Context: an optimization exercise on an open-source flow, tuned for a short achievable clock period and few clock cycles. The choices shown serve that exercise and are no tape-out recipe.
In this exercise RTL edits were held to simulation tests only and were not proved equivalent to the original.
Power is estimated from default activity; no workload was simulated.

[constraint.sdc]
create_clock -name core_clock -period 8.0 [get_ports {clk_i}]
set_input_delay 1.6000 -clock core_clock [delete_from_list [all_inputs] [get_ports {clk_i}]]
set_output_delay 1.6000 -clock core_clock [all_outputs]
set_load 0.01 [all_outputs]
[design.v]
package riscv_isa_pkg;
  localparam int INSN_W     = 32;
  localparam int REG_ADDR_W = 5;
  typedef enum logic [6:0] {
    OPC_JAL    = 7'b110_1111,
    OPC_JALR   = 7'b110_0111,
    OPC_BRANCH = 7'b110_0011,
    OPC_LOAD   = 7'b000_0011,
    OPC_STORE  = 7'b010_0011,
    OPC_IMM    = 7'b001_0011,
    OPC_ALSU   = 7'b011_0011,
    OPC_SYSTEM = 7'b111_0011
  } opcode_t;
  localparam logic [2:0] F3_ADD = 3'b000;
  localparam logic [2:0] F3_XOR = 3'b100;
  localparam logic [2:0] F3_OR  = 3'b110;
  localparam logic [2:0] F3_AND = 3'b111;
  localparam logic [2:0] F3_BEQ = 3'b000;
  localparam logic [2:0] F3_BNE = 3'b001;
  localparam logic [2:0] F3_BLT = 3'b100;
  localparam logic [2:0] F3_BGE = 3'b101;
  localparam logic [6:0] F7_BASE = 7'b000_0000;
  localparam logic [6:0] F7_ALT  = 7'b010_0000;
  localparam logic [31:0] EBREAK_WORD = 32'h0010_0073;
  typedef enum logic [1:0] {
    IMM_I,
    IMM_S,
    IMM_B,
    IMM_J
  } imm_kind_t;
endpackage
package core_pkg;
  localparam int XLEN     = 32;
  localparam int NUM_REGS = 32;
  localparam logic [XLEN-1:0] RESET_ADDR = '0;
  localparam logic [XLEN-1:0] NOP_WORD = 32'h0000_0013;
  typedef enum logic [3:0] {
    ALU_ADD,
    ALU_SUB,
    ALU_XOR,
    ALU_OR,
    ALU_AND,
    ALU_EQ,
    ALU_NE,
    ALU_LTS,
    ALU_GES
  } alu_op_t;
  typedef struct packed {
    alu_op_t alu_op;
    logic    use_imm;
    logic    is_branch;
    logic    is_jump;
    logic    jump_reg_base;
    logic    mem_read;
    logic    mem_write;
    logic    reg_write;
    logic    mem_to_reg;
    logic    halt;
  } ctrl_t;
  localparam int CTRL_W = 13;   
endpackage
`timescale 1ns/10ps
module g_inv   (input logic a, output logic y);                                  assign y = ~a;                      endmodule
module g_nand2 (input logic a, b, output logic y);                               assign y = ~(a & b);                endmodule
module g_nand3 (input logic a, b, c, output logic y);                            assign y = ~(a & b & c);            endmodule
module g_nand4 (input logic a, b, c, d, output logic y);                         assign y = ~(a & b & c & d);        endmodule
module g_nor2  (input logic a, b, output logic y);                               assign y = ~(a | b);                endmodule
module g_nor3  (input logic a, b, c, output logic y);                            assign y = ~(a | b | c);            endmodule
module g_nor4  (input logic a, b, c, d, output logic y);                         assign y = ~(a | b | c | d);        endmodule
module g_a22oi (input logic a1, a2, b1, b2, output logic y);                     assign y = ~((a1 & a2) | (b1 & b2)); endmodule
module g_xor2  (input logic a, b, output logic y);                               assign y = a ^ b;                   endmodule
module g_xnor2 (input logic a, b, output logic y);                               assign y = ~(a ^ b);                endmodule
module g_a21oi (input logic a1, a2, b1, output logic y);                         assign y = ~((a1 & a2) | b1);       endmodule
module g_o21ai (input logic a1, a2, b1, output logic y);                         assign y = ~((a1 | a2) & b1);       endmodule
module g_nand2b(input logic an, b, output logic y);                              assign y = ~(~an & b);              endmodule
module g_nor2b (input logic a, bn, output logic y);                              assign y = ~(a | ~bn);              endmodule
module g_and2  (input logic a, b, output logic y);                               assign y = a & b;                   endmodule
module g_or2   (input logic a, b, output logic y);                               assign y = a | b;                   endmodule
module g_mux2  (input logic s, a1, a0, output logic y);                          assign y = s ? a1 : a0;             endmodule
module g_o21a  (input logic a1, a2, b1, output logic y);                         assign y = (a1 | a2) & b1;          endmodule
module g_o31a  (input logic a1, a2, a3, b1, output logic y);                     assign y = (a1 | a2 | a3) & b1;     endmodule
module g_and3  (input logic a, b, c, output logic y);                            assign y = a & b & c;               endmodule
module g_and4  (input logic a, b, c, d, output logic y);                         assign y = a & b & c & d;           endmodule
module g_mux2i (input logic s, a1, a0, output logic y);                          assign y = ~(s ? a1 : a0);          endmodule
`timescale 1ns/10ps
module rf_slice #(
  parameter int W = 8
) (
  input  logic [31*W-1:0] regs_i,
  input  logic [4:0]      idx_i,
  output logic [W-1:0]    data_o
);
  logic [4:0] ni;
  for (genvar b = 0; b < 5; b++) begin : g_ni
    g_inv u_i (.a(idx_i[b]), .y(ni[b]));
  end
  logic [7:0] lo_n;
  logic [3:0] hi_n;
  for (genvar j = 0; j < 8; j++) begin : g_lo
    g_nand3 u_n (.a(j[0] ? idx_i[0] : ni[0]), .b(j[1] ? idx_i[1] : ni[1]), .c(j[2] ? idx_i[2] : ni[2]),
                 .y(lo_n[j]));
  end
  for (genvar j = 0; j < 4; j++) begin : g_hi
    g_nand2 u_n (.a(j[0] ? idx_i[3] : ni[3]), .b(j[1] ? idx_i[4] : ni[4]), .y(hi_n[j]));
  end
  logic [31:0] sel [2];
  for (genvar h = 0; h < 2; h++) begin : g_h
    assign sel[h][0] = 1'b0;
    for (genvar k = 1; k < 32; k++) begin : g_sel
      g_nor2 u_s (.a(lo_n[k % 8]), .b(hi_n[k / 8]), .y(sel[h][k]));
    end
  end
  for (genvar b = 0; b < W; b++) begin : g_bit
    logic [31:0] r;
    assign r[0] = 1'b0;
    for (genvar k = 1; k < 32; k++) begin : g_r
      assign r[k] = regs_i[(k-1)*W + b];
    end
    logic [15:0] t;
    for (genvar p = 0; p < 16; p++) begin : g_t
      g_a22oi u_a (.a1(sel[b / (W/2)][2*p]), .a2(r[2*p]), .b1(sel[b / (W/2)][2*p+1]), .b2(r[2*p+1]), .y(t[p]));
    end
    logic [3:0] u;
    for (genvar q = 0; q < 4; q++) begin : g_u
      g_nand4 u_n (.a(t[4*q]), .b(t[4*q+1]), .c(t[4*q+2]), .d(t[4*q+3]), .y(u[q]));
    end
    logic [1:0] v;
    g_nor2  u_v0 (.a(u[0]), .b(u[1]), .y(v[0]));
    g_nor2  u_v1 (.a(u[2]), .b(u[3]), .y(v[1]));
    g_nand2 u_w  (.a(v[0]), .b(v[1]), .y(data_o[b]));
  end
endmodule
`timescale 1ns/10ps
module f_ctl (
  input  logic [31:0] ir_i,
  input  logic [4:0]  x_rd_i,
  input  logic        k_i,
  input  logic        lnk_i,
  input  logic        m_redir_i,
  input  logic        k1_i,
  input  logic        k2_i,
  input  logic        pnz_i,
  input  logic        pn3_i,
  input  logic        p5_i,
  input  logic        lnz_i,
  input  logic        ln3_i,
  output logic        s_hold_o,
  output logic        s_jal_o,
  output logic        s_br_o,
  output logic        s_jr_o,
  output logic        s_inc_o,
  output logic        stall_o,
  output logic        stall_n_o,
  output logic        go_o
);
  logic [31:0] ni;
  for (genvar b = 0; b < 32; b++) begin : g_ni
    g_inv u_i (.a(ir_i[b]), .y(ni[b]));
  end
  logic k_n, lnk_n;
  g_inv u_kn (.a(k_i),   .y(k_n));
  g_inv u_ln (.a(lnk_i), .y(lnk_n));
  logic [4:0] x1, x2;
  for (genvar b = 0; b < 5; b++) begin : g_x
    g_xnor2 u_1 (.a(ir_i[15+b]), .b(x_rd_i[b]), .y(x1[b]));
    g_xnor2 u_2 (.a(ir_i[20+b]), .b(x_rd_i[b]), .y(x2[b]));
  end
  logic e1a_n, e1b_n, e2a_n, e2b_n;
  g_nand3 u_e1a (.a(x1[0]), .b(x1[1]), .c(x1[2]), .y(e1a_n));
  g_nand2 u_e1b (.a(x1[3]), .b(x1[4]), .y(e1b_n));
  g_nand3 u_e2a (.a(x2[0]), .b(x2[1]), .c(x2[2]), .y(e2a_n));
  g_nand2 u_e2b (.a(x2[3]), .b(x2[4]), .y(e2b_n));
  logic jal_a_n, jal_b_n, jr_a_n, jr_b_n, br_a_n, br_b_n, rb_a_n, rb_b_n, x64;
  g_nand4 u_jla (.a(ir_i[6]), .b(ir_i[5]), .c(ir_i[3]), .d(ir_i[2]), .y(jal_a_n));
  g_nand3 u_jlb (.a(ir_i[1]), .b(ir_i[0]), .c(ni[4]), .y(jal_b_n));
  g_nand4 u_jra (.a(ir_i[6]), .b(ir_i[5]), .c(ir_i[2]), .d(ir_i[1]), .y(jr_a_n));
  g_nand3 u_jrb (.a(ir_i[0]), .b(ni[4]), .c(ni[3]), .y(jr_b_n));
  g_nand4 u_bra (.a(ir_i[6]), .b(ir_i[5]), .c(ir_i[1]), .d(ir_i[0]), .y(br_a_n));
  g_nand4 u_brb (.a(ni[4]), .b(ni[3]), .c(ni[2]), .d(ni[13]), .y(br_b_n));
  g_xor2  u_x64 (.a(ir_i[6]), .b(ir_i[4]), .y(x64));
  g_nand4 u_rba (.a(ir_i[5]), .b(ni[3]), .c(ni[2]), .d(ir_i[1]), .y(rb_a_n));
  g_nand2 u_rbb (.a(ir_i[0]), .b(x64), .y(rb_b_n));
  logic is_jal, nj, rb;
  g_nor2 u_isj (.a(jal_a_n), .b(jal_b_n), .y(is_jal));
  g_inv  u_nj  (.a(is_jal), .y(nj));
  g_nor2 u_rb  (.a(rb_a_n), .b(rb_b_n), .y(rb));
  logic e1k, e2k, st_n, st;
  g_nor3  u_e1k (.a(e1a_n), .b(e1b_n), .c(k_n), .y(e1k));
  g_nor3  u_e2k (.a(e2a_n), .b(e2b_n), .c(k_n), .y(e2k));
  g_a22oi u_st  (.a1(e1k), .a2(nj), .b1(e2k), .b2(rb), .y(st_n));
  g_inv   u_sti (.a(st_n), .y(st));
  logic e1l, is_jr, h1_n, h2_n, ones6, z1, z2, p1, p2, near_jr, gojr_n;
  g_nor3  u_e1l (.a(e1a_n), .b(e1b_n), .c(lnk_n), .y(e1l));
  g_nor2  u_isr (.a(jr_a_n), .b(jr_b_n), .y(is_jr));
  g_nand3 u_h1  (.a(ir_i[31]), .b(ir_i[30]), .c(ir_i[29]), .y(h1_n));
  g_nand3 u_h2  (.a(ir_i[28]), .b(ir_i[27]), .c(ir_i[26]), .y(h2_n));
  g_nor2  u_o6  (.a(h1_n), .b(h2_n), .y(ones6));
  g_nor3  u_z1  (.a(ir_i[31]), .b(ir_i[30]), .c(ir_i[29]), .y(z1));
  g_nor3  u_z2  (.a(ir_i[28]), .b(ir_i[27]), .c(ir_i[26]), .y(z2));
  g_nand2 u_p1  (.a(ones6), .b(lnz_i), .y(p1));
  g_nand3 u_p2  (.a(z1), .b(z2), .c(ln3_i), .y(p2));
  g_nand2 u_njr (.a(p1), .b(p2), .y(near_jr));
  g_nand3 u_gjr (.a(e1l), .b(is_jr), .c(near_jr), .y(gojr_n));
  logic b1_n, b2_n, bra, brb, pg_n, pg, gobr_n;
  g_nand4 u_b1  (.a(ir_i[31]), .b(ir_i[30]), .c(ir_i[29]), .d(ir_i[28]), .y(b1_n));
  g_nand3 u_b2  (.a(ir_i[27]), .b(ir_i[26]), .c(ir_i[7]), .y(b2_n));
  g_nor2  u_bo  (.a(br_a_n), .b(br_b_n), .y(bra));
  g_nor2  u_bi  (.a(b1_n), .b(b2_n), .y(brb));
  g_a21oi u_pgn (.a1(ir_i[25]), .a2(p5_i), .b1(pnz_i), .y(pg_n));
  g_inv   u_pg  (.a(pg_n), .y(pg));
  logic bp_n;
  g_nand3 u_gbb (.a(bra), .b(brb), .c(pg), .y(bp_n));
  logic r2z_a, r2z_b, r1z_a, r1z_b, f3bne, f3blt, c1_n, c2_n, nb1, nb2;
  g_nor3  u_r2a (.a(ir_i[24]), .b(ir_i[23]), .c(ir_i[22]), .y(r2z_a));
  g_nor2  u_r2b (.a(ir_i[21]), .b(ir_i[20]), .y(r2z_b));
  g_nor3  u_r1a (.a(ir_i[19]), .b(ir_i[18]), .c(ir_i[17]), .y(r1z_a));
  g_nor2  u_r1b (.a(ir_i[16]), .b(ir_i[15]), .y(r1z_b));
  g_nor3  u_fbn (.a(ir_i[14]), .b(ir_i[13]), .c(ni[12]), .y(f3bne));
  g_nor3  u_fbl (.a(ni[14]), .b(ir_i[13]), .c(ir_i[12]), .y(f3blt));
  g_nand4 u_c1  (.a(r2z_a), .b(r2z_b), .c(f3bne), .d(k1_i), .y(c1_n));
  g_nand4 u_c2  (.a(r1z_a), .b(r1z_b), .c(f3blt), .d(k2_i), .y(c2_n));
  g_nor3  u_nb1 (.a(e1a_n), .b(e1b_n), .c(c1_n), .y(nb1));
  g_nor3  u_nb2 (.a(e2a_n), .b(e2b_n), .c(c2_n), .y(nb2));
  logic [4:0] xs;
  for (genvar b = 0; b < 5; b++) begin : g_xs
    g_xnor2 u_x (.a(ir_i[15+b]), .b(ir_i[20+b]), .y(xs[b]));
  end
  logic sa_n, sb_n, same, l_eq, l_ne;
  g_nand3 u_ssa (.a(xs[0]), .b(xs[1]), .c(xs[2]), .y(sa_n));
  g_nand2 u_ssb (.a(xs[3]), .b(xs[4]), .y(sb_n));
  g_nor2  u_ssm (.a(sa_n), .b(sb_n), .y(same));
  g_xnor2 u_leq (.a(ir_i[14]), .b(ir_i[12]), .y(l_eq));
  g_nor2  u_lne (.a(ir_i[14]), .b(ni[12]), .y(l_ne));
  logic n3130, n2928, n2726, n2511, n1008, o4_n, f1a_n, f1b_n, f0, fe_n, fn_n, fp;
  g_nor2  u_n31 (.a(ir_i[31]), .b(ir_i[30]), .y(n3130));
  g_nor2  u_n29 (.a(ir_i[29]), .b(ir_i[28]), .y(n2928));
  g_nor2  u_n27 (.a(ir_i[27]), .b(ir_i[26]), .y(n2726));
  g_nor2  u_n25 (.a(ir_i[25]), .b(ir_i[11]), .y(n2511));
  g_nor2  u_n10 (.a(ir_i[10]), .b(ir_i[8]), .y(n1008));
  g_nand3 u_o4  (.a(n2511), .b(n1008), .c(ir_i[9]), .y(o4_n));
  g_nand3 u_f1a (.a(bra), .b(n3130), .c(n2928), .y(f1a_n));
  g_nand4 u_f1b (.a(n2726), .b(ni[7]), .c(o4_n), .d(pn3_i), .y(f1b_n));
  g_nor2  u_f0  (.a(f1a_n), .b(f1b_n), .y(f0));
  g_nand2 u_fen (.a(f0), .b(l_eq), .y(fe_n));
  g_nand2 u_fnn (.a(f0), .b(l_ne), .y(fn_n));
  g_mux2i u_fp  (.s(same), .a1(fe_n), .a0(fn_n), .y(fp));
  logic bk;
  g_nor3  u_bk  (.a(nb1), .b(nb2), .c(bp_n), .y(bk));
  g_nor2  u_gbr (.a(bk), .b(fp), .y(gobr_n));
  logic [3:0] jo_n;
  g_nand4 u_jo0 (.a(ir_i[31]), .b(ir_i[30]), .c(ir_i[29]), .d(ir_i[28]), .y(jo_n[0]));
  g_nand4 u_jo1 (.a(ir_i[27]), .b(ir_i[26]), .c(ir_i[20]), .d(ir_i[19]), .y(jo_n[1]));
  g_nand4 u_jo2 (.a(ir_i[18]), .b(ir_i[17]), .c(ir_i[16]), .d(ir_i[15]), .y(jo_n[2]));
  g_nand3 u_jo3 (.a(ir_i[14]), .b(ir_i[13]), .c(ir_i[12]), .y(jo_n[3]));
  logic [7:0] jp;
  g_nor2  u_jp0 (.a(ir_i[31]), .b(ir_i[30]), .y(jp[0]));
  g_nor2  u_jp1 (.a(ir_i[29]), .b(ir_i[28]), .y(jp[1]));
  g_nor2  u_jp2 (.a(ir_i[27]), .b(ir_i[26]), .y(jp[2]));
  g_nor2  u_jp3 (.a(ir_i[20]), .b(ir_i[19]), .y(jp[3]));
  g_nor2  u_jp4 (.a(ir_i[18]), .b(ir_i[17]), .y(jp[4]));
  g_nor2  u_jp5 (.a(ir_i[16]), .b(ir_i[15]), .y(jp[5]));
  g_nor2  u_jp6 (.a(ir_i[14]), .b(ir_i[13]), .y(jp[6]));
  assign jp[7] = ni[12];
  logic za_n, zb_n;
  g_nand4 u_za  (.a(jp[0]), .b(jp[1]), .c(jp[2]), .d(jp[3]), .y(za_n));
  g_nand4 u_zb  (.a(jp[4]), .b(jp[5]), .c(jp[6]), .d(jp[7]), .y(zb_n));
  logic w4a, w4b, w4_n;
  g_nor2  u_w4a (.a(ir_i[25]), .b(ir_i[24]), .y(w4a));
  g_nor2  u_w4b (.a(ir_i[23]), .b(ir_i[21]), .y(w4b));
  g_nand3 u_w4  (.a(w4a), .b(w4b), .c(ir_i[22]), .y(w4_n));
  logic jo01, jo23, oneok, q2a_n, zok, gojal_n;
  g_nor2  u_q01 (.a(jo_n[0]), .b(jo_n[1]), .y(jo01));
  g_nor2  u_q23 (.a(jo_n[2]), .b(jo_n[3]), .y(jo23));
  g_and3  u_q1  (.a(jo01), .b(jo23), .c(pnz_i), .y(oneok));
  g_nand2 u_z4  (.a(pn3_i), .b(w4_n), .y(q2a_n));
  g_nor3  u_zok (.a(za_n), .b(zb_n), .c(q2a_n), .y(zok));
  g_a22oi u_gjl (.a1(is_jal), .a2(oneok), .b1(is_jal), .b2(zok), .y(gojal_n));
  g_nor2  u_sh  (.a(st_n), .b(m_redir_i), .y(s_hold_o));
  g_nor2  u_sj  (.a(gojal_n), .b(m_redir_i), .y(s_jal_o));
  g_nor3  u_sb  (.a(gobr_n), .b(st), .c(m_redir_i), .y(s_br_o));
  g_nor2  u_sr  (.a(gojr_n), .b(m_redir_i), .y(s_jr_o));
  logic all_n;
  g_nand4 u_an  (.a(st_n), .b(gojal_n), .c(gobr_n), .d(gojr_n), .y(all_n));
  g_nor2  u_si  (.a(all_n), .b(m_redir_i), .y(s_inc_o));
  assign stall_o   = st;
  assign stall_n_o = st_n;
  g_nand3 u_go  (.a(gojal_n), .b(gobr_n), .c(gojr_n), .y(go_o));
endmodule
module dec_fields (
  input  logic [31:0] ir_i,
  input  logic [5:0]  pcm_i,
  input  logic        p5_i,
  input  logic [4:0]  x_rd_i,
  input  logic        k1_i,
  input  logic        k2_i,
  output logic        is_jal_o,
  output logic        is_jalr_o,
  output logic        op_rb_o,
  output logic        go_jal_o,
  output logic        go_br_o
);
  logic [6:0] opc;
  logic       s;
  assign opc       = ir_i[6:0];
  assign s         = ir_i[31];
  assign is_jal_o  = (opc == 7'b1101111);
  assign is_jalr_o = (opc == 7'b1100111);
  assign op_rb_o   = (opc == 7'b0110011) || (opc == 7'b1100011);
  assign go_jal_o  = is_jal_o && (ir_i[19:12] == {8{s}}) && (ir_i[20] == s) && (ir_i[30:26] == {5{s}}) &&
                     (s ? (pcm_i != 6'd0) : (pcm_i != 6'h3f)) &&
                     !({s, ir_i[19:12], ir_i[20], ir_i[30:21]} == 20'd2);
  logic same, likely;
  assign same      = (ir_i[19:15] == ir_i[24:20]);
  assign likely    = same ? (ir_i[14] == ir_i[12]) : (!ir_i[14] && ir_i[12]);
  logic exit_n;
  assign exit_n    = !((ir_i[14:12] == 3'b001) && (ir_i[24:20] == 5'd0) && (ir_i[19:15] == x_rd_i) && k1_i) &&
                     !((ir_i[14:12] == 3'b100) && (ir_i[19:15] == 5'd0) && (ir_i[24:20] == x_rd_i) && k2_i);
  assign go_br_o   = (opc == 7'b1100011) && !ir_i[13] &&
                     ((s && ir_i[7] && (ir_i[30:26] == 5'h1f) && ((pcm_i != 6'd0) || (ir_i[25] && p5_i)) && exit_n) ||
                      (!s && !ir_i[7] && (ir_i[30:26] == 5'h00) && (pcm_i != 6'h3f) && likely &&
                       !({ir_i[25], ir_i[11:8]} == 5'b00010)));
endmodule
module c_gojr (
  input  logic [31:0] ir_i,
  input  logic [4:0]  x_rd_i,
  input  logic        lnk_i,
  input  logic [5:0]  lkm_i,
  output logic        go_o
);
  assign go_o = (ir_i[6:0] == 7'b1100111) && lnk_i && (x_rd_i == ir_i[19:15]) &&
                (ir_i[30:26] == {5{ir_i[31]}}) && (ir_i[31] ? (lkm_i != 6'd0) : (lkm_i != 6'h3f));
endmodule
module c_opsel (
  input  logic [4:0] rs_i,
  input  logic       none_i,
  input  logic [4:0] x_rd_i,
  input  logic       w_i,
  input  logic       m_wen_i,
  input  logic [4:0] m_rd_i,
  output logic       res_o,
  output logic       wb_o,
  output logic       reg_o
);
  logic fwd, byp;
  assign fwd   = w_i && (x_rd_i == rs_i);
  assign byp   = m_wen_i && (m_rd_i == rs_i);
  assign res_o = !none_i && fwd;
  assign wb_o  = !none_i && !fwd && byp;
  assign reg_o = !none_i && !fwd && !byp;
endmodule
module x_branch (
  input  logic [31:0] a_i,
  input  logic [31:0] b_i,
  input  logic        dif31_i,
  input  logic        valid_i,
  input  logic        m_redir_i,
  input  logic        br_i,
  input  logic        blt_i,
  input  logic        inv_i,
  input  logic        pred_i,
  input  logic        off4_i,
  input  logic        off8_i,
  input  logic        ebreak_i,
  input  logic        fin_i,
  output logic        live_o,
  output logic [3:0]  sx_n_o,
  output logic        halt_o,
  output logic        sxk_o,
  output logic        e_n_o
);
  logic [31:0] x;
  logic [7:0]  n4;
  logic [3:0]  e8;
  logic        ne;
  for (genvar i = 0; i < 32; i++) begin : g_x
    g_xnor2 u_x (.a(a_i[i]), .b(b_i[i]), .y(x[i]));
  end
  for (genvar i = 0; i < 8; i++) begin : g_n4
    g_nand4 u_n (.a(x[4*i]), .b(x[4*i+1]), .c(x[4*i+2]), .d(x[4*i+3]), .y(n4[i]));
  end
  for (genvar i = 0; i < 4; i++) begin : g_e8
    g_nor2 u_e (.a(n4[2*i]), .b(n4[2*i+1]), .y(e8[i]));
  end
  g_nand4 u_ne (.a(e8[0]), .b(e8[1]), .c(e8[2]), .d(e8[3]), .y(ne));
  logic q, t1, t0, e1, e0, sd, c_eq, c_ltd, c_lts;
  assign live_o = valid_i && !m_redir_i;
  assign q      = live_o && br_i;
  assign t1     = !pred_i && !off4_i;
  assign t0     = pred_i;
  assign e1     = inv_i ? t0 : t1;    
  assign e0     = inv_i ? t1 : t0;    
  assign sd     = a_i[31] != b_i[31];
  assign c_eq   = q && !blt_i;
  assign c_ltd  = q && blt_i && !sd;
  assign c_lts  = q && blt_i && sd && (a_i[31] ? e1 : e0);
  for (genvar k = 0; k < 4; k++) begin : g_sx
    logic u1, u2;
    g_mux2 u_m1 (.s(ne),      .a1(c_eq && e0),  .a0(c_eq && e1),  .y(u1));
    g_mux2 u_m2 (.s(dif31_i), .a1(c_ltd && e1), .a0(c_ltd && e0), .y(u2));
    g_nor3 u_sx (.a(u1), .b(u2), .c(c_lts), .y(sx_n_o[k]));
  end
  logic v1, v2, sx_k;
  g_mux2 u_v1 (.s(ne),      .a1(c_eq && e0),  .a0(c_eq && e1),  .y(v1));
  g_mux2 u_v2 (.s(dif31_i), .a1(c_ltd && e1), .a0(c_ltd && e0), .y(v2));
  g_nor3 u_vk (.a(v1), .b(v2), .c(c_lts), .y(sx_k));
  assign halt_o = live_o && ebreak_i;
  assign sxk_o  = sx_k;
  assign e_n_o  = !(m_redir_i || fin_i || halt_o);
endmodule
module x_enter (
  input  logic sx_n_i,
  input  logic e_n_i,
  input  logic st_n_i,
  input  logic writes_i,
  input  logic is_ld_i,
  input  logic is_lnk_i,
  input  logic is_dm1_i,
  output logic valid_o,
  output logic wen_o,
  output logic ld_o,
  output logic lnk_o,
  output logic dm1_o
);
  g_and3 u_v (.a(sx_n_i), .b(e_n_i), .c(st_n_i), .y(valid_o));
  g_and4 u_w (.a(sx_n_i), .b(e_n_i), .c(st_n_i), .d(writes_i), .y(wen_o));
  g_and4 u_d (.a(sx_n_i), .b(e_n_i), .c(st_n_i), .d(is_ld_i),  .y(ld_o));
  g_and4 u_k (.a(sx_n_i), .b(e_n_i), .c(st_n_i), .d(is_lnk_i), .y(lnk_o));
  g_and4 u_m (.a(sx_n_i), .b(e_n_i), .c(st_n_i), .d(is_dm1_i), .y(dm1_o));
endmodule
module x_count (
  input  logic [11:0] a_i,
  input  logic        dm1_i,
  output logic        k1_o,
  output logic        k2_o
);
  logic [2:0] z;
  g_nor4 u_z0 (.a(a_i[1]), .b(a_i[2]), .c(a_i[3]), .d(a_i[4]), .y(z[0]));
  g_nor4 u_z1 (.a(a_i[5]), .b(a_i[6]), .c(a_i[7]), .d(a_i[8]), .y(z[1]));
  g_nor3 u_z2 (.a(a_i[9]), .b(a_i[10]), .c(a_i[11]), .y(z[2]));
  logic k2_n;
  g_nand4 u_k1 (.a(dm1_i), .b(z[0]), .c(z[1]), .d(z[2]), .y(k2_n));
  g_inv   u_i2 (.a(k2_n), .y(k2_o));
  g_and2  u_i1 (.a(k2_o), .b(a_i[0]), .y(k1_o));
endmodule
module f_decode (
  input  logic [31:0] ir_i,
  output logic        is_addi_o,
  output logic        is_r_o,
  output logic        is_ld_o,
  output logic        is_st_o,
  output logic        is_br_o,
  output logic        is_jal_o,
  output logic        is_jalr_o,
  output logic        is_ebreak_o,
  output logic        op_rb_o,
  output logic        jal_short_o,
  output logic        go_jal_o,
  output logic        go_br_o,
  output logic        writes_o
);
  logic [6:0] opc;
  logic [2:0] f3;
  logic [6:0] f7;
  assign opc = ir_i[6:0];
  assign f3  = ir_i[14:12];
  assign f7  = ir_i[31:25];
  assign is_addi_o   = (opc == 7'b0010011) && (f3 == 3'b000);
  assign is_r_o      = (opc == 7'b0110011) &&
                       (((f7 == 7'b0000000) && (f3 == 3'b000 || f3 == 3'b100 || f3 == 3'b110 || f3 == 3'b111)) ||
                        ((f7 == 7'b0100000) && (f3 == 3'b000)));
  assign is_ld_o     = (opc == 7'b0000011);
  assign is_st_o     = (opc == 7'b0100011);
  assign is_br_o     = (opc == 7'b1100011) && !f3[1];
  assign is_jal_o    = (opc == 7'b1101111);
  assign is_jalr_o   = (opc == 7'b1100111);
  assign is_ebreak_o = (ir_i == 32'h0010_0073);
  assign op_rb_o     = (opc == 7'b0110011) || (opc == 7'b1100011);
  assign jal_short_o = (ir_i[19:12] == {8{ir_i[31]}}) && (ir_i[20] == ir_i[31]);
  assign go_jal_o    = is_jal_o && jal_short_o &&
                       !({ir_i[31], ir_i[19:12], ir_i[20], ir_i[30:21]} == 20'd2);
  assign go_br_o     = is_br_o && ir_i[31];
  assign writes_o    = (is_addi_o | is_r_o | is_ld_o | is_jal_o | is_jalr_o) && (ir_i[11:7] != 5'd0);
endmodule
`timescale 1ns/10ps
module pg_gen #(
  parameter int W = 32
) (
  input  logic [W-1:0] a_i,
  input  logic [W-1:0] b_i,
  output logic [W-1:0] p_o,
  output logic [W-1:0] g_o
);
  assign p_o = a_i ^ b_i;
  assign g_o = a_i & b_i;
endmodule
module ks_tree #(
  parameter int W = 32
) (
  input  logic [W-1:0] p_i,
  input  logic [W-1:0] g_i,
  input  logic         cin_i,
  output logic [W-1:0] c_o
);
  function automatic int ceil_log2(input int v);
    ceil_log2 = 0;
    for (int i = 0; i < 31; i++) begin
      if ((1 << i) < v) ceil_log2 = i + 1;
    end
  endfunction
  localparam int L = ceil_log2(W);
  logic [W-1:0] gg [0:L];
  logic [W-1:0] pp [0:L];
  always_comb begin
    gg[0]    = g_i;
    pp[0]    = p_i;
    gg[0][0] = g_i[0] | (p_i[0] & cin_i);
    for (int l = 0; l < L; l++) begin
      for (int i = 0; i < W; i++) begin
        if (i >= (1 << l)) begin
          gg[l+1][i] = gg[l][i] | (pp[l][i] & gg[l][i - (1 << l)]);
          pp[l+1][i] = pp[l][i] & pp[l][i - (1 << l)];
        end else begin
          gg[l+1][i] = gg[l][i];
          pp[l+1][i] = pp[l][i];
        end
      end
    end
    c_o = gg[L];
  end
endmodule
module ks_add #(
  parameter int W = 32
) (
  input  logic [W-1:0] a_i,
  input  logic [W-1:0] b_i,
  input  logic         cin_i,
  output logic [W-1:0] sum_o,
  output logic         cout_o
);
  logic [W-1:0] p, g, c;
  pg_gen  #(.W(W)) u_pg   (.a_i(a_i), .b_i(b_i), .p_o(p), .g_o(g));
  ks_tree #(.W(W)) u_tree (.p_i(p), .g_i(g), .cin_i(cin_i), .c_o(c));
  assign sum_o  = p ^ {c[W-2:0], cin_i};
  assign cout_o = c[W-1];
endmodule
module inc_dec #(
  parameter int W = 20
) (
  input  logic [W-1:0] v_i,
  output logic [W-1:0] inc_o,
  output logic [W-1:0] dec_o
);
  ks_add #(.W(W)) u_inc (.a_i(v_i), .b_i({W{1'b0}}), .cin_i(1'b1), .sum_o(inc_o), .cout_o());
  ks_add #(.W(W)) u_dec (.a_i(v_i), .b_i({W{1'b1}}), .cin_i(1'b0), .sum_o(dec_o), .cout_o());
endmodule
module mux2w #(
  parameter int W = 32
) (
  input  logic         s_i,
  input  logic [W-1:0] a_i,
  input  logic [W-1:0] b_i,
  output logic [W-1:0] y_o
);
  assign y_o = s_i ? a_i : b_i;
endmodule
module ks_add_g #(
  parameter int W    = 32,
  parameter int CIN  = 0,
  parameter int INVB = 0
) (
  input  logic [W-1:0] a_i,
  input  logic [W-1:0] b_i,
  output logic [W-1:0] sum_o,
  output logic         cout_o
);
  function automatic int ceil_log2(input int v);
    ceil_log2 = 0;
    for (int i = 0; i < 31; i++) begin
      if ((1 << i) < v) ceil_log2 = i + 1;
    end
  endfunction
  localparam int L = ceil_log2(W);
  logic [W-1:0] gg [0:L];
  logic [W-1:0] pp [0:L];
  logic [W-1:0] pn;
  for (genvar i = 0; i < W; i++) begin : g_pg
    if (INVB == 1) begin : g_ib
      g_xor2 u_p (.a(a_i[i]), .b(b_i[i]), .y(pn[i]));
      if (i == 0 && CIN == 1) begin : g_c1
        g_nor2b  u_g (.a(a_i[i]), .bn(b_i[i]), .y(gg[0][i]));
      end else begin : g_c0
        g_nand2b u_g (.an(b_i[i]), .b(a_i[i]), .y(gg[0][i]));
      end
    end else begin : g_b
      g_xnor2 u_p (.a(a_i[i]), .b(b_i[i]), .y(pn[i]));
      if (i == 0 && CIN == 1) begin : g_c1
        g_nor2  u_g (.a(a_i[i]), .b(b_i[i]), .y(gg[0][i]));
      end else begin : g_c0
        g_nand2 u_g (.a(a_i[i]), .b(b_i[i]), .y(gg[0][i]));
      end
    end
    assign pp[0][i] = pn[i];
  end
  for (genvar l = 0; l < L; l++) begin : g_lvl
    localparam int D = 1 << l;
    for (genvar i = 0; i < W; i++) begin : g_b
      if (i >= D) begin : g_op
        if (l % 2 == 0) begin : g_neg_in
          g_o21ai u_g (.a1(pp[l][i]), .a2(gg[l][i-D]), .b1(gg[l][i]), .y(gg[l+1][i]));
          g_nor2  u_p (.a(pp[l][i]), .b(pp[l][i-D]), .y(pp[l+1][i]));
        end else begin : g_pos_in
          g_a21oi u_g (.a1(pp[l][i]), .a2(gg[l][i-D]), .b1(gg[l][i]), .y(gg[l+1][i]));
          g_nand2 u_p (.a(pp[l][i]), .b(pp[l][i-D]), .y(pp[l+1][i]));
        end
      end else begin : g_pass
        g_inv u_g (.a(gg[l][i]), .y(gg[l+1][i]));
        g_inv u_p (.a(pp[l][i]), .y(pp[l+1][i]));
      end
    end
  end
  for (genvar i = 0; i < W; i++) begin : g_s
    if (i == 0) begin : g_s0
      if (CIN == 1) begin : g_1
        assign sum_o[0] = pn[0];
      end else begin : g_0
        g_inv u_s (.a(pn[0]), .y(sum_o[0]));
      end
    end else if (L % 2 == 1) begin : g_pos
      g_xnor2 u_s (.a(pn[i]), .b(gg[L][i-1]), .y(sum_o[i]));
    end else begin : g_neg
      g_xor2 u_s (.a(pn[i]), .b(gg[L][i-1]), .y(sum_o[i]));
    end
  end
  if (L % 2 == 1) begin : g_co_pos
    assign cout_o = gg[L][W-1];
  end else begin : g_co_neg
    g_inv u_co (.a(gg[L][W-1]), .y(cout_o));
  end
endmodule
`timescale 1ns/10ps
module ao_sel #(
  parameter int N = 8,
  parameter int W = 32
) (
  input  logic [N*W-1:0] d_i,
  input  logic [N-1:0]   s_i,
  input  logic [W-1:0]   or_i,
  output logic [W-1:0]   y_o
);
  always_comb begin
    y_o = or_i;
    for (int k = 0; k < N; k++) begin
      y_o = y_o | ({W{s_i[k]}} & d_i[k*W +: W]);
    end
  end
endmodule
module ao6_g #(
  parameter int W = 8
) (
  input  logic [6*W-1:0] d_i,
  input  logic [5:0]     s_i,
  output logic [W-1:0]   y_o
);
  for (genvar b = 0; b < W; b++) begin : g_b
    logic [2:0] t;
    for (genvar p = 0; p < 3; p++) begin : g_p
      g_a22oi u_a (.a1(s_i[2*p]), .a2(d_i[(2*p)*W + b]), .b1(s_i[2*p+1]), .b2(d_i[(2*p+1)*W + b]), .y(t[p]));
    end
    g_nand3 u_n (.a(t[0]), .b(t[1]), .c(t[2]), .y(y_o[b]));
  end
endmodule
module op_slice #(
  parameter int W = 8
) (
  input  logic [W-1:0]   rf_i,
  input  logic           reg_i,
  input  logic [7*W-1:0] res_i,
  input  logic [6:0]     res_s_i,
  input  logic           res_en_i,
  input  logic [W-1:0]   wb_i,
  input  logic           wb_en_i,
  input  logic [W-1:0]   ex_i,
  input  logic           ex_en_i,
  output logic [W-1:0]   y_o
);
  logic [6:0]   s;
  logic [W-1:0] o;
  assign s = {7{res_en_i}} & res_s_i;
  always_comb begin
    o = ({W{wb_en_i}} & wb_i) | ({W{ex_en_i}} & ex_i);
    for (int k = 0; k < 7; k++) o = o | ({W{s[k]}} & res_i[k*W +: W]);
  end
  assign y_o = reg_i ? rf_i : o;
endmodule
`timescale 1ns/10ps
module micro_riscv_top (
  input  logic        clk_i,
  input  logic        reset_i,
  output logic [31:0] instr_addr_o,
  input  logic [31:0] instr_rdata_i,
  output logic [31:0] data_addr_o,
  input  logic [31:0] data_rdata_i,
  output logic [31:0] data_wdata_o,
  output logic        data_re_o,
  output logic        data_we_o,
  output logic        finish_o
);
  logic [31:0] pc_f, pc_o;
  logic        x_valid, x_wen, x_ld, x_st, x_br, x_mjump, x_ebreak, x_lnk;
  logic        x_s_add, x_s_addi, x_s_sub, x_s_xor, x_s_or, x_s_and, x_s_lnk;
  logic        x_dm1;
  logic        x_pred, x_off4, x_off8, x_blt, x_inv, x_fsd;
  logic [4:0]  x_rd;
  logic [31:0] x_a, x_b, x_off, x_link;
  logic [11:0] x_pcl, x_bimm;
  logic [19:0] x_hi_c1, x_hi_c0;
  logic        m_re, m_we, m_ld, m_redir;
  logic [31:1] m_wsel;
  logic [4:0]  m_rd;
  logic        m_wen;
  logic [31:0] m_result, m_addr, m_wdata, m_tgt;
  logic        fin, fin_o;
  logic [31:0] regs [1:31];
  logic [31:0] wb_data;
  assign wb_data = m_ld ? data_rdata_i : m_result;
  logic [31:0] ir;
  assign ir = instr_rdata_i;
  logic [6:0] opc;
  logic [2:0] f3;
  logic [6:0] f7;
  logic [4:0] rd, rs1, rs2;
  assign opc = ir[6:0];
  assign f3  = ir[14:12];
  assign f7  = ir[31:25];
  assign rd  = ir[11:7];
  assign rs1 = ir[19:15];
  assign rs2 = ir[24:20];
  logic is_addi, is_r, is_ld, is_st, is_br, is_jal, is_jalr, is_ebreak, op_rb;
  logic jal_short, dec_gojal, dec_gobr, writes;
  f_decode u_dec (.ir_i(ir), .is_addi_o(is_addi), .is_r_o(is_r), .is_ld_o(is_ld), .is_st_o(is_st),
                  .is_br_o(is_br), .is_jal_o(is_jal), .is_jalr_o(is_jalr), .is_ebreak_o(is_ebreak),
                  .op_rb_o(op_rb), .jal_short_o(jal_short), .go_jal_o(dec_gojal), .go_br_o(dec_gobr),
                  .writes_o(writes));
  logic [31:0] iimm, simm, bimm, jimm;
  assign iimm = {{20{ir[31]}}, ir[31:20]};
  assign simm = {{20{ir[31]}}, ir[31:25], ir[11:7]};
  assign bimm = {{19{ir[31]}}, ir[31], ir[7], ir[30:25], ir[11:8], 1'b0};
  assign jimm = {{11{ir[31]}}, ir[31], ir[19:12], ir[20], ir[30:21], 1'b0};
  logic k1, k2;
  x_count u_cnt (.a_i(x_a[11:0]), .dm1_i(x_dm1), .k1_o(k1), .k2_o(k2));
  logic k_ld, k_lnk, k_w;
  assign k_ld  = x_ld && x_wen;
  assign k_lnk = x_lnk;
  assign k_w   = x_wen && !x_ld;
  logic go_jr, fsd_n, a_res, a_wb, a_reg, b_res, b_wb, b_reg;
  c_gojr  u_gojr  (.ir_i(ir), .x_rd_i(x_rd), .lnk_i(k_lnk), .lkm_i(x_link[11:6]), .go_o(go_jr));
  c_opsel u_asel (.rs_i(rs1), .none_i(is_jal), .x_rd_i(x_rd), .w_i(k_w), .m_wen_i(m_wen), .m_rd_i(m_rd),
                  .res_o(a_res), .wb_o(a_wb), .reg_o(a_reg));
  c_opsel u_bsel (.rs_i(rs2), .none_i(1'b0), .x_rd_i(x_rd), .w_i(k_w), .m_wen_i(m_wen), .m_rd_i(m_rd),
                  .res_o(b_res), .wb_o(b_wb), .reg_o(b_reg));
  assign fsd_n = k_ld && (x_rd == rs2);
  logic [31:0] rf_a, rf_b;
  for (genvar s = 0; s < 4; s++) begin : g_rf
    logic [31*8-1:0] slice;
    always_comb begin
      for (int k = 1; k < 32; k++) slice[(k-1)*8 +: 8] = regs[k][s*8 +: 8];
    end
    rf_slice #(.W(8)) u_a (.regs_i(slice), .idx_i(rs1), .data_o(rf_a[s*8 +: 8]));
    rf_slice #(.W(8)) u_b (.regs_i(slice), .idx_i(rs2), .data_o(rf_b[s*8 +: 8]));
  end
  logic [31:0] pc_inc;
  assign pc_inc = pc_f + 32'd4;
  logic [19:0] pc_hi_p, pc_hi_m;
  inc_dec #(.W(20)) u_pc_hi (.v_i(pc_f[31:12]), .inc_o(pc_hi_p), .dec_o(pc_hi_m));
  logic [11:0] br_lo, jal_lo, jr_lo;
  logic        br_c, jal_c, jr_c;
  ks_add_g #(.W(12), .CIN(0)) u_br_lo  (.a_i(pc_f[11:0]),   .b_i(bimm[11:0]), .sum_o(br_lo),  .cout_o(br_c));
  ks_add_g #(.W(12), .CIN(0)) u_jal_lo (.a_i(pc_f[11:0]),   .b_i(jimm[11:0]), .sum_o(jal_lo), .cout_o(jal_c));
  ks_add_g #(.W(12), .CIN(0)) u_jr_lo  (.a_i(x_link[11:0]), .b_i(iimm[11:0]), .sum_o(jr_lo),  .cout_o(jr_c));
  logic [19:0] pc_hi_c1, pc_hi_c0;
  assign pc_hi_c1 = ir[31] ? pc_f[31:12] : pc_hi_p;
  assign pc_hi_c0 = ir[31] ? pc_hi_m     : pc_f[31:12];
  logic [31:0] t_br, t_jal, t_jr;
  assign t_br  = {pc_f[31:12], br_lo};
  assign t_jal = {pc_f[31:12], jal_lo};
  assign t_jr  = {x_link[31:12], jr_lo[11:1], 1'b0};
  logic go_jal, go_br, jal4;
  logic f_isjal, f_isjalr, f_oprb;
  dec_fields u_df (.ir_i(ir), .pcm_i(pc_f[11:6]), .p5_i(pc_f[5]), .x_rd_i(x_rd), .k1_i(k1), .k2_i(k2), .is_jal_o(f_isjal), .is_jalr_o(f_isjalr),
                   .op_rb_o(f_oprb), .go_jal_o(go_jal), .go_br_o(go_br));
  assign jal4 = ({ir[31], ir[19:12], ir[20], ir[30:21]} == 20'd2);
  logic [31:0] sum, dif, adr, r_xor, r_or, r_and;
  ks_add_g #(.W(32), .CIN(0)) u_add (.a_i(x_a), .b_i(x_b), .sum_o(sum), .cout_o());
  ks_add_g #(.W(32), .CIN(1), .INVB(1)) u_sub (.a_i(x_a), .b_i(x_b), .sum_o(dif), .cout_o());
  ks_add_g #(.W(32), .CIN(0)) u_adr (.a_i(x_a), .b_i(x_off), .sum_o(adr), .cout_o());
  assign r_xor = x_a ^ x_b;
  assign r_or  = x_a | x_b;
  assign r_and = x_a & x_b;
  logic [32*7-1:0] res_d;
  logic [6:0]      res_s;
  assign res_d = {x_link, r_and, r_or, r_xor, dif, adr, sum};
  assign res_s = {x_s_lnk, x_s_and, x_s_or, x_s_xor, x_s_sub, x_s_addi, x_s_add};
  logic [31:0] res;
  ao_sel #(.N(7)) u_res (.d_i(res_d), .s_i(res_s), .or_i(32'd0), .y_o(res));
  logic [31:0] a_n, b_n;
  for (genvar g = 0; g < 4; g++) begin : g_op
    logic [55:0] rd8;
    for (genvar k = 0; k < 7; k++) begin : g_k
      assign rd8[k*8 +: 8] = res_d[k*32 + g*8 +: 8];
    end
    op_slice #(.W(8)) u_a (.rf_i(rf_a[g*8 +: 8]), .reg_i(a_reg), .res_i(rd8), .res_s_i(res_s), .res_en_i(a_res),
                           .wb_i(wb_data[g*8 +: 8]), .wb_en_i(a_wb), .ex_i(pc_f[g*8 +: 8]), .ex_en_i(is_jal),
                           .y_o(a_n[g*8 +: 8]));
    op_slice #(.W(8)) u_b (.rf_i(rf_b[g*8 +: 8]), .reg_i(b_reg), .res_i(rd8), .res_s_i(res_s), .res_en_i(b_res),
                           .wb_i(wb_data[g*8 +: 8]), .wb_en_i(b_wb), .ex_i(8'd0), .ex_en_i(1'b0),
                           .y_o(b_n[g*8 +: 8]));
  end
  logic [11:0] xt_lo;
  logic        xt_c;
  logic [19:0] xt_hi;
  logic [31:0] x_alt;
  ks_add_g #(.W(12), .CIN(0)) u_xt_lo (.a_i(x_pcl), .b_i(x_bimm), .sum_o(xt_lo), .cout_o(xt_c));
  mux2w #(.W(20)) u_xt_hi (.s_i(xt_c), .a_i(x_hi_c1), .b_i(x_hi_c0), .y_o(xt_hi));
  assign x_alt = x_pred ? x_link : {xt_hi, xt_lo};
  logic x_live, x_halt, x_sxk, x_en;
  logic [3:0] sx_n;
  logic [31:0] cmp;
  ks_add_g #(.W(32), .CIN(1), .INVB(1)) u_cmp (.a_i(x_a), .b_i(x_b), .sum_o(cmp), .cout_o());
  x_branch u_xbr (.a_i(x_a), .b_i(x_b), .dif31_i(cmp[31]), .valid_i(x_valid), .m_redir_i(m_redir),
                  .br_i(x_br), .blt_i(x_blt), .inv_i(x_inv), .pred_i(x_pred), .off4_i(x_off4),
                  .off8_i(x_off8), .ebreak_i(x_ebreak), .fin_i(fin),
                  .live_o(x_live), .sx_n_o(sx_n), .halt_o(x_halt), .sxk_o(x_sxk), .e_n_o(x_en));
  logic f_st, f_st_n, f_go, f_sh, f_sj, f_sb, f_sr, f_si;
  logic pnz, pn3, lnz, ln3;
  assign pnz = |pc_f[11:6];
  assign pn3 = !(&pc_f[11:6]);
  assign lnz = |x_link[11:6];
  assign ln3 = !(&x_link[11:6]);
  f_ctl u_fc (.ir_i(ir), .x_rd_i(x_rd), .k_i(k_ld), .lnk_i(k_lnk), .m_redir_i(m_redir), .k1_i(k1), .k2_i(k2),
              .pnz_i(pnz), .pn3_i(pn3), .p5_i(pc_f[5]), .lnz_i(lnz), .ln3_i(ln3),
              .s_hold_o(f_sh), .s_jal_o(f_sj), .s_br_o(f_sb), .s_jr_o(f_sr), .s_inc_o(f_si),
              .stall_o(f_st), .stall_n_o(f_st_n), .go_o(f_go));
  logic xv_n, xw_n, xl_n, xk_n;
  logic xd_n;
  x_enter u_xn (.sx_n_i(x_sxk), .e_n_i(x_en), .st_n_i(f_st_n), .writes_i(writes), .is_ld_i(is_ld),
                .is_lnk_i((is_jal || is_jalr) && (rd != 5'd0)),
                .is_dm1_i(is_addi && (rs1 == rd) && (rd != 5'd0) && (ir[31:20] == 12'hfff)),
                .valid_o(xv_n), .wen_o(xw_n), .ld_o(xl_n), .lnk_o(xk_n), .dm1_o(xd_n));
  logic [31:0] pc_p, pc_n;
  for (genvar g = 0; g < 2; g++) begin : g_pcs
    logic s_hold, s_jal, s_br, s_jr, s_inc, st, st_n, go;
    f_ctl u_pcsel (.ir_i(ir), .x_rd_i(x_rd), .k_i(k_ld), .lnk_i(k_lnk), .m_redir_i(m_redir || reset_i), .k1_i(k1), .k2_i(k2),
                   .pnz_i(pnz), .pn3_i(pn3), .p5_i(pc_f[5]), .lnz_i(lnz), .ln3_i(ln3),
                   .s_hold_o(s_hold), .s_jal_o(s_jal), .s_br_o(s_br), .s_jr_o(s_jr), .s_inc_o(s_inc),
                   .stall_o(st), .stall_n_o(st_n), .go_o(go));
    ao6_g #(.W(16)) u_pc_p (.d_i({pc_f[g*16 +: 16], m_tgt[g*16 +: 16], t_jal[g*16 +: 16], t_br[g*16 +: 16],
                                   t_jr[g*16 +: 16], pc_inc[g*16 +: 16]}),
                             .s_i({s_hold, m_redir, s_jal, s_br, s_jr, s_inc}), .y_o(pc_p[g*16 +: 16]));
  end
  for (genvar g = 0; g < 4; g++) begin : g_pcx
    mux2w #(.W(8)) u_pc_n  (.s_i(sx_n[g]), .a_i(pc_p[g*8 +: 8]),  .b_i(x_alt[g*8 +: 8]), .y_o(pc_n[g*8 +: 8]));
  end
  logic [31:1] wsel_n;
  always_comb begin
    for (int k = 1; k < 32; k++) wsel_n[k] = x_live && x_wen && (x_rd == 5'(k));
  end
  always_ff @(posedge clk_i or posedge reset_i) begin
    if (reset_i) begin
      pc_f    <= 32'd0;
      x_valid <= 1'b0;
      x_wen   <= 1'b0;
      x_ld    <= 1'b0;
      x_lnk   <= 1'b0;
      x_dm1   <= 1'b0;
      m_re    <= 1'b0;
      m_we    <= 1'b0;
      m_wen   <= 1'b0;
      m_wsel  <= '0;
      m_redir <= 1'b0;
      fin     <= 1'b0;
      fin_o   <= 1'b0;
    end else begin
      pc_f <= pc_n;
      x_valid <= xv_n;
      x_wen   <= xw_n;
      x_ld    <= xl_n;
      x_lnk   <= xk_n;
      x_dm1   <= xd_n;
      m_re    <= x_live && x_ld;
      m_we    <= x_live && x_st;
      m_wen   <= x_live && x_wen;
      m_wsel  <= wsel_n;
      m_redir <= x_live && x_mjump;
      fin   <= fin   || x_halt;
      fin_o <= fin_o || x_halt;
    end
  end
  always_ff @(posedge clk_i) begin
    pc_o <= pc_n;
  end
  always_ff @(posedge clk_i) begin
    x_st     <= is_st;
    x_br     <= is_br;
    x_mjump  <= (is_jalr && !go_jr) || (is_jal && !go_jal && !jal4);
    x_ebreak <= is_ebreak;
    x_s_add  <= is_r && (f3 == 3'b000) && !f7[5];
    x_s_addi <= is_addi;
    x_s_sub  <= is_r && (f3 == 3'b000) && f7[5];
    x_s_xor  <= is_r && (f3 == 3'b100);
    x_s_or   <= is_r && (f3 == 3'b110);
    x_s_and  <= is_r && (f3 == 3'b111);
    x_s_lnk  <= is_jal || is_jalr;
    x_pred   <= go_br;
    x_off4   <= (bimm == 32'd4);
    x_off8   <= (bimm == 32'd8);
    x_blt    <= f3[2];
    x_inv    <= f3[0];
    x_rd     <= rd;
    x_fsd    <= fsd_n;
    x_a      <= a_n;
    x_b      <= b_n;
    x_off    <= is_st ? simm : (is_jal ? jimm : iimm);
    x_link   <= pc_inc;
    x_pcl    <= pc_f[11:0];
    x_bimm   <= bimm[11:0];
    x_hi_c1  <= pc_hi_c1;
    x_hi_c0  <= pc_hi_c0;
    m_ld     <= x_ld;
    m_rd     <= x_rd;
    m_result <= res;
    m_addr   <= adr;
    m_wdata  <= x_fsd ? data_rdata_i : x_b;
    m_tgt    <= x_mjump ? {adr[31:1], 1'b0} : x_alt;
  end
  always_ff @(posedge clk_i or posedge reset_i) begin
    if (reset_i) begin
      for (int i = 1; i < 32; i++) regs[i] <= 32'd0;
    end else begin
      for (int i = 1; i < 32; i++) begin
        if (m_wsel[i]) regs[i] <= wb_data;
      end
    end
  end
  assign instr_addr_o = pc_o;
  assign data_addr_o  = m_addr;
  assign data_wdata_o = m_wdata;
  assign data_re_o    = m_re;
  assign data_we_o    = m_we;
  assign finish_o     = fin_o;
endmodule
[run.sh]
#!/bin/bash
# synth_recipe.tcl (not shown) runs the flow's synth.tcl, then flattens the netlist and writes it again
# the make line also repeats each setting of config.mk as NAME=value (left out here)
make -C /OpenROAD-flow-scripts/flow DESIGN_CONFIG=/design/flow/config.mk WORK_HOME=/design/flow/orfs CLKGATE_MAP_FILE= SYNTH_SCRIPT=/design/flow/synth_recipe.tcl finish
[config.mk]
export PLATFORM = sky130hd
export DESIGN_NAME = micro_riscv_top
export DESIGN_NICKNAME = micro_riscv_top
export VERILOG_FILES = /design/flow/design.v
export SDC_FILE = /design/flow/constraint.sdc
export NUM_CORES = 8
export LEC_CHECK = 0
export CAP_MARGIN = 20
export CELL_PAD_IN_SITES_DETAIL_PLACEMENT = 1
export CELL_PAD_IN_SITES_GLOBAL_PLACEMENT = 2
export CORE_MARGIN = 2
export CORE_UTILIZATION = 25
export SETUP_SLACK_MARGIN = 5
export SLEW_MARGIN = 20
export SYNTH_HIERARCHICAL = 1
==> summary.md <==
| Metric | Value |
|---|---|
| Core area | roughly 0.35 sq mm |
| First-pass GRT wire length | 629000 microns |
| Final Util | 0.314 |
| Period utilization | 0.400 |
| IO Pins | 165 |
| Warnings from Yosys | 28 |
| Final Non-Filler Cells | 14970 |
| Area occupied by multi-input gates | 0.0554 sq mm |
| Drt drc | 0 |
| Placed cell areas | roughly 0.096 sq mm |
| Count of pins over their slew limit | 0 |
| Gpl congestion | 0.911 |
| Cell area power density | slightly above 200 mW/mm^2 |
| Most frequent cells in the layout | nor2_1 (1635), a22oi_2 (1125), a21oi_1 (1105), dfrtp_1 (1029), nand2_1 (427) |
| Peak fanout along the critical path | 14 |
| Clk sinks | 1420 |
| Final Critical Period | approximately 3.2 ns |
| Layout Cell Area excl Fill | 0.110 sq mm |
| CTS Buf Count | 180 |
| Slew @ Worst Pin | 1.16 ns |
| Final worst slack | 4.80 ns |
| Via density | around 5.4 |
| Final setup viols | 0 |
| Initial DRC Count | 6454 |
| Detailed Routing Iterations Pass 1 | 7 |
| Worst-case clock skew | 0.0629 ns |
| Post-Route WL | 443000 microns |
| Most common cell after layout, fill and taps aside | nor2_1 |
| Syn Area/Cell | about 9.1 sq um |
| HP Class | register to register |
| GRT Total Usage | 0.242 |
| Max H-tree Level | 4 |
| Max Fclk | 0.312 GHz |
| LEAKAGE | 39.5 nW |
| Routed Antenna Nets | 0 |
| Status | timing/DRC/antenna clean |
| DP HPWL | 310000 microns |
| Area growth syn-to-layout | 25.2% |
| Rows | between 200 and 250 |
| Clock Tree Buf Depth | 4 |
| Worst EP arrival | just under 4 ns |
| WS Path Type | input pin to register |
| Total gr overflow | 0 |
| IR drop worst, VDD | around 0.00016 V |
| Worst-path clk slew | about 0.060 ns |
| Die height | 596 microns |
| Setup crit end kind | register |
| Critical Path Source Type | input pin |
| Number of port buffers | 164 |
| Die ar. | 0.355 sq mm |
| Chip width | 596 microns |
| Filler Cell Count | 39805 |
| CTS tree | built |
| Vias | 80729 |
| Critical path required time | 8.73 ns |
| Worst slack, placed | roughly 2.5 ns |
| Fraction of layout cells with a size suffix above 1 | 0.323 |
| Initial antenna violation count | 13 |
| Dpl cells | 14385 |
| Slew margin rel. | 0.224 |
| Nets | 10396 |
| WL per Instance | 29.6 microns |
| Initial core utilization | 0.251 |
| Root Buffer | clkbuf_16 |
| Synth Cell Area | just under 0.09 sq mm |
| Vias in the first global route | 83692 |
| Setup TNS | 0 ns |
| MaxCap Viol Count | 0 |
| Final Hold Vio Count | 0 |
| Largest net degree at the start of global routing | between 150 and 200 |
| Register area | 0.0341 sq mm |
| RSZ-0062 raised after global routing | true |
| Clock latency on the worst-skew pair | 0.91 ns |
| Post-Syn Instances | 9654 |
metrics by stage:
stage                     hold slack (ns)  power, mW
after floorplan                     0.373       10.6
after global placement              0.456       13.0
after detailed placement            0.457       13.0
after CTS                           0.473       22.3
after global routing                0.481       23.3
final                               0.465       22.5
cell type report:
cell class              count  area share
repair buffers            597      0.0605
diodes                      3   0.0000685
multi-input cells        7633       0.505
clock inverters            76      0.0102
flip-flops and latches   1420       0.311
well taps                4599      0.0525
clock buffers             251      0.0470
inverters                 391      0.0142
per-layer routing:
layer | track usage | up-vias | share of wire
met1 | 0.326 | 41785 | 0.45
li1 | - | 36021 | -
met3 | 0.0222 | 681 | 0.043
met5 | 0 | - | 0.000025
met2 | 0.397 | 2240 | 0.46
met4 | 0.0963 | 2 | 0.044
worst paths after layout:
check                                   from          end  slack, ns  cells after the start
hold reg to reg                         x_ld         m_ld       0.46                      0
max in group asynchronous            reset_i  regs[20][0]       5.16                      4
min in group asynchronous            reset_i     pc_f[15]       1.56                      3
hold / removal                          x_ld         m_ld       0.46                      0
setup / recovery           instr_rdata_i[24]      x_b[22]       4.80                     11
setup reg to reg                    pc_f[11]     pc_f[10]       4.94                     14
worst max-delay path, stage by stage:
cell and delay [ns]:
buf_16 0.13, buf_16 0.19, inv_1 0.22, nand2_4 0.25
nor2_1 0.17, a22oi_2 0.24, nand4_1 0.21, nor2_1 0.29
nand2_2 0.19, nor2b_1 0.24, a21oi_1 0.06
registers in the layout, summed over array words and instances (netlist names), 4 cells and up:
| register | count |
|---|---|
| x_hi_c0 | 20 |
| m_addr | 32 |
| m_wdata | 32 |
| pc_f | 32 |
| regs | 992 |
| x_hi_c1 | 20 |
| pc_o | 32 |
| m_rd | 5 |
| m_result | 32 |
| m_wsel | 31 |
| x_b | 32 |
| x_off | 21 |
| x_link | 30 |
| x_pcl | 12 |
| x_a | 32 |
| x_rd | 4 |
| m_tgt | 32 |
power by group:
group / switching, mW / internal [mW]
Sequential: 0.483 / 7.50
Combinational: 3.77 / 1.82
Clock: 3.54 / 5.34
timing repair:
action	4_1_cts	5_1_grt
setup endpoints to repair	417	622
setup buffers	151	74
pin swaps	108	122
gates resized for setup	1268	505
cloned	25	5
hold buffers	0	0
Testbench counts, summed over its fixed seeds: cycles 66,291.

## re-timing with driven ports
How much do the figures lean on ideal ports? The routed layout below was timed once more, with nothing changed but the port constraints. Step 1 (the two cells are an assumption about what drives the block):
set clk [get_ports {clk_i}]
set_driving_cell -lib_cell sky130_fd_sc_hd__clkbuf_16 $clk
set_driving_cell -lib_cell sky130_fd_sc_hd__buf_2 [delete_from_list [all_inputs] $clk]
Step 2 also shifts input and output timing later by t, the mid clock arrival at the registers, as if the neighbouring blocks saw the same clock. Three values: ideal ports, drivers, drivers and shift; two values: the first two.
shift t [ns]: 0.980
setup slack, ns: 4.798 / 4.599 / 3.618
worst setup path after step 2: input to register
After both steps setup and hold are still met in this run. The setup slack of this run moves by -0.199 ns with the drivers and by -1.180 ns with both steps.
